Context: an optimization exercise on an open-source flow, tuned for small area, a short achievable clock period and few clock cycles per item. The choices shown serve that exercise and are no tape-out recipe. No functional check of the RTL was part of this run. Power figures rest on the tool's default switching activity, not on a simulated workload.

$ cat flow/config.mk
export PLATFORM = sky130hd
export DESIGN_NAME = indexed_ordered_list
export DESIGN_NICKNAME = indexed_ordered_list
export VERILOG_FILES = /design/flow/design.v
export SDC_FILE = /design/flow/constraint.sdc
export NUM_CORES = 4
export LEC_CHECK = 0
export CAP_MARGIN = 20
export CORE_MARGIN = 2
export CORE_UTILIZATION = 55
export SETUP_SLACK_MARGIN = 3.0
export SLEW_MARGIN = 20
$ cat flow/constraint.sdc
create_clock -name core_clock -period 6.0 [get_ports {i_clk}]
set_input_delay 1.2000 -clock core_clock [delete_from_list [all_inputs] [get_ports {i_clk}]]
set_output_delay 1.2000 -clock core_clock [all_outputs]
set_load 0.01 [all_outputs]
$ cat flow/design.v
package iol_pkg;
    localparam int unsigned Cap  = 64;
    localparam int unsigned ValW = 32;
    localparam logic [2:0] MODE_GET  = 3'd0;
    localparam logic [2:0] MODE_HEAD = 3'd1;
    localparam logic [2:0] MODE_TAIL = 3'd2;
    localparam logic [2:0] MODE_AT   = 3'd3;
    localparam logic [2:0] MODE_DEL  = 3'd4;
    localparam logic [1:0] ST_DONE  = 2'd0;
    localparam logic [1:0] ST_RANGE = 2'd1;
    localparam logic [1:0] ST_FULL  = 2'd2;
endpackage
import iol_pkg::*;
module iol_mem (
    input  logic                 i_clk,
    input  logic [Cap-1:0]       i_up,      
    input  logic [Cap-1:0]       i_nw,      
    input  logic [Cap-1:0]       i_dn,      
    input  logic [ValW-1:0]      i_val,
    input  logic [Cap-1:0]       i_rd_sel,  
    output logic [ValW-1:0]      o_rd_data
);
    logic [ValW-1:0] r_d [Cap];
    for (genvar i = 0; i < Cap; i++) begin : g_ent
        logic [ValW-1:0] lo, hi, nxt;
        logic            hold;
        assign lo   = (i == 0)       ? '0 : r_d[(i == 0) ? 0 : i - 1];
        assign hi   = (i == Cap - 1) ? '0 : r_d[(i == Cap - 1) ? i : i + 1];
        assign hold = !(i_up[i] || i_nw[i] || i_dn[i]);
        assign nxt  = ({ValW{i_up[i]}} & lo) | ({ValW{i_nw[i]}} & i_val) |
                      ({ValW{i_dn[i]}} & hi) | ({ValW{hold}} & r_d[i]);
        always_ff @(posedge i_clk) r_d[i] <= nxt;
    end
    always_comb begin
        o_rd_data = '0;
        for (int i = 0; i < Cap; i++) o_rd_data |= {ValW{i_rd_sel[i]}} & r_d[i];
    end
endmodule
import iol_pkg::*;
module iol_ctrl (
    input  logic             i_clk,
    input  logic             i_rst_n,
    input  logic             i_valid,
    output logic             o_ready,
    input  logic [47:0]      i_data,
    output logic [Cap-1:0]   o_up,
    output logic [Cap-1:0]   o_nw,
    output logic [Cap-1:0]   o_dn,
    output logic [ValW-1:0]  o_val,
    output logic [Cap-1:0]   o_rd_sel,
    input  logic [ValW-1:0]  i_rd_data,
    output logic             o_valid,
    input  logic             i_ready,
    output logic [47:0]      o_data
);
    logic            r1_v;
    logic            r1_get, r1_ins, r1_tail, r1_at, r1_del;
    logic [9:0]      r1_pos;
    logic [ValW-1:0] r1_val;
    logic [Cap-1:0]  r1_oh;     
    logic [Cap-1:0]  r1_ge;     
    logic [2:0] in_mode;
    logic [9:0] in_pos;
    logic       in_head, in_tail;
    assign in_mode = i_data[2:0];
    assign in_pos  = i_data[12:3];
    assign in_head = in_mode == MODE_HEAD;
    assign in_tail = in_mode == MODE_TAIL;
    logic [6:0]     r_len;
    logic [Cap-1:0] r_ltl;      
    logic           full;
    assign full = r_ltl[Cap-1];
    logic        r_hv, r_sv;
    logic [47:0] r_h, r_s;
    logic fire, take, pop;
    assign fire = r1_v && !(r_hv && r_sv);
    assign take = i_valid && o_ready;
    assign pop  = r_hv && i_ready;
    logic ins_en, del_en;
    logic [Cap-1:0] eq_len;
    assign ins_en = fire && r1_ins && !full;
    assign del_en = fire && r1_del;
    assign eq_len = ~r_ltl & {r_ltl[Cap-2:0], 1'b1};
    assign o_up = {Cap{ins_en}} & {r1_ge[Cap-2:0], 1'b0};
    assign o_nw = {Cap{ins_en}} & (r1_oh | ({Cap{r1_tail}} & eq_len));
    assign o_dn = {Cap{del_en}} & r1_ge;
    assign o_val = r1_val;
    assign o_rd_sel = r1_oh;
    logic        lt_len, gt_len, ins_ok, del_ok, found;
    logic [1:0]  st;
    logic [6:0]  len_n;
    logic [47:0] res;
    assign lt_len = {3'b0, r_len} > r1_pos;
    assign gt_len = r1_pos > {3'b0, r_len};
    assign ins_ok = r1_ins && !full && !(r1_at && gt_len);
    assign del_ok = r1_del && lt_len;
    assign found  = r1_get && lt_len;
    always_comb begin
        st = ST_DONE;
        if ((r1_get || r1_del) && !lt_len) st = ST_RANGE;
        else if (r1_ins && r1_at && gt_len) st = ST_RANGE;
        else if (r1_ins && full) st = ST_FULL;
    end
    assign len_n = ins_ok ? r_len + 7'd1 : del_ok ? r_len - 7'd1 : r_len;
    assign res = {2'b00, 4'b0, len_n, st, found, i_rd_data | {ValW{!found}}};
    always_ff @(posedge i_clk) begin
        if (take) begin
            r1_get  <= in_mode == MODE_GET;
            r1_ins  <= in_head || in_tail || in_mode == MODE_AT;
            r1_tail <= in_tail;
            r1_at   <= in_mode == MODE_AT;
            r1_del  <= in_mode == MODE_DEL;
            r1_pos  <= in_pos;
            r1_val  <= i_data[44:13];
            for (int i = 0; i < Cap; i++) begin
                r1_oh[i] <= in_head ? (i == 0) : !in_tail && (in_pos == 10'(i));
                r1_ge[i] <= in_head || (in_mode == MODE_AT || in_mode == MODE_DEL) &&
                            (in_pos <= 10'(i));
            end
        end
        if (fire) begin
            r_len <= len_n;
            if (ins_ok) r_ltl <= {r_ltl[Cap-2:0], 1'b1};
            else if (del_ok) r_ltl <= {1'b0, r_ltl[Cap-1:1]};
        end
        if (!r_hv || pop) r_h <= r_sv ? r_s : res;
        if (fire && r_hv && !pop && !r_sv) r_s <= res;
        else if (fire && r_sv) r_s <= res;
        if (!i_rst_n) begin
            r1_v    <= 1'b0;
            r_len   <= '0;
            r_ltl   <= '0;
            r_hv    <= 1'b0;
            r_sv    <= 1'b0;
            o_ready <= 1'b1;
        end else begin
            logic n1v, nhv, nsv;
            n1v = take || (r1_v && !fire);
            nhv = r_hv; nsv = r_sv;
            if (pop) begin nhv = r_sv; nsv = 1'b0; end
            if (fire) begin
                if (!nhv) nhv = 1'b1;
                else nsv = 1'b1;
            end
            r1_v    <= n1v;
            r_hv    <= nhv;
            r_sv    <= nsv;
            o_ready <= !n1v || !(nhv && nsv);
        end
    end
    assign o_valid = r_hv;
    assign o_data  = r_h;
endmodule
import iol_pkg::*;
module indexed_ordered_list (
    input  logic        i_clk,
    input  logic        i_rst_n,
    input  logic        s_axis_tvalid,
    output logic        s_axis_tready,
    input  logic [47:0] s_axis_tdata,    
    output logic        m_axis_tvalid,
    input  logic        m_axis_tready,
    output logic [47:0] m_axis_tdata     
);
    logic [Cap-1:0]  up, nw, dn;
    logic [ValW-1:0] val, rd_data;
    logic [Cap-1:0]  rd_sel;
    iol_mem u_mem (
        .i_clk(i_clk), .i_up(up), .i_nw(nw), .i_dn(dn), .i_val(val),
        .i_rd_sel(rd_sel), .o_rd_data(rd_data)
    );
    iol_ctrl u_ctrl (
        .i_clk(i_clk), .i_rst_n(i_rst_n),
        .i_valid(s_axis_tvalid), .o_ready(s_axis_tready), .i_data(s_axis_tdata),
        .o_up(up), .o_nw(nw), .o_dn(dn), .o_val(val), .o_rd_sel(rd_sel),
        .i_rd_data(rd_data),
        .o_valid(m_axis_tvalid), .i_ready(m_axis_tready), .o_data(m_axis_tdata)
    );
endmodule
$ cat flow/run.sh
#!/bin/bash
# synth_recipe.tcl (not shown) runs the flow's synth.tcl, then flattens the netlist and writes it again
# the make line also repeats each setting of config.mk as NAME=value (left out here)
make -C /OpenROAD-flow-scripts/flow DESIGN_CONFIG=/design/flow/config.mk WORK_HOME=/design/flow/orfs CLKGATE_MAP_FILE= SYNTH_SCRIPT=/design/flow/synth_recipe.tcl finish
==> run notes <==
error msg = [ERROR GRT-0116] Global routing finished with congestion. Check the congestion regions in the DRC Viewer.
first-pass GRT wire length = 1170000 µm
hpwl dp = 473000 µm
result of the run = did not finish
Avg Inst Size Synth = 9.79 µm²
num ports = 102
EDFF count, synth = 259
distinct cell type count after synthesis = 77
PortBufs = 92
Inserted Clock Buffers = 280
grt ovf = 26
Placer Congestion = 1.22
Die Y = 451 µm
Starting Density = 0.552
Hold-fix buffers, CTS = 0
vias in the first global route = 127121
synth cell count leaders = dfxtp_1, nand2_1, a22o_1
top_reg_cell synth = dfxtp_1
CTS max path bufs = 4
Synth Cell Area = 0.110 mm²
Synth area leader = dfxtp_1
DIE WIDTH = 451 µm
post-synthesis sequential area ratio = 0.457
pin count of the biggest net entering global routing = 99
clock root cell = clkbuf_16
synthesized flop and latch total = 2382
top-count cell post-synth = dfxtp_1
Rows = 164
Stopped at = 5_1_grt
async set or reset register ratio after synthesis = 0
CTS sink cnt = 2382
synth warn = 3
post-synth top area share = 0.386
H-tree levels = 5
post-synthesis cell count = 11238
placed instance area = 0.114 mm²
Synth area leaders = dfxtp_1, a22o_1, a221o_1
Total GRT Usage = 0.831
## stage by stage
step / instances / util / setup slack [ps]
after floorplan: 11243 / - / 2890
after global placement: 13001 / 0.571 / 1610
after detailed placement: 13017 / 0.573 / 1590
after CTS: 13653 / 0.632 / 2750
## what timing repair did
action,CTS
cloned,12
pin swaps,49
gates resized for setup,316
setup endpoints to repair,2164
buffers inserted,151
## metal layers
layer | GRT usage | overflow
met1 | 0.858 | 0
met2 | 0.908 | 11
met4 | 0.756 | 13
met3 | 0.762 | 2
met5 | 0.617 | 0
## worst min path at each step
stage	endpoint	cells past startpoint	slack [ps]
after CTS	u_mem.r_d[0][24]	2	460
after detailed placement	u_mem.r_d[0][24]	2	450
after global placement	u_mem.r_d[0][3]	2	450
after floorplan	u_mem.r_d[0][11]	2	430
## kinds of logic after synthesis
group / after synthesis / synth area share
AO/OA/AOI/OAI: 4805 / 0.386
XOR/XNOR: 6 / 0.000478
adder cells (fa/ha/maj): 9 / 0.00102
buffers and inverters: 1563 / 0.0549
flip-flops: 2382 / 0.457
multiplexers: 40 / 0.00407
other: 1 / 0.0000341
AND/OR/NAND/NOR: 2432 / 0.0965
## power groups by stage
stage	logic (mW)	clock network [mW]	registers [mW]
after floorplan	6.76	0	24.9
after CTS	9.57	17.0	27.8
after global placement	9.09	0	27.9
after detailed placement	9.34	0	28.1
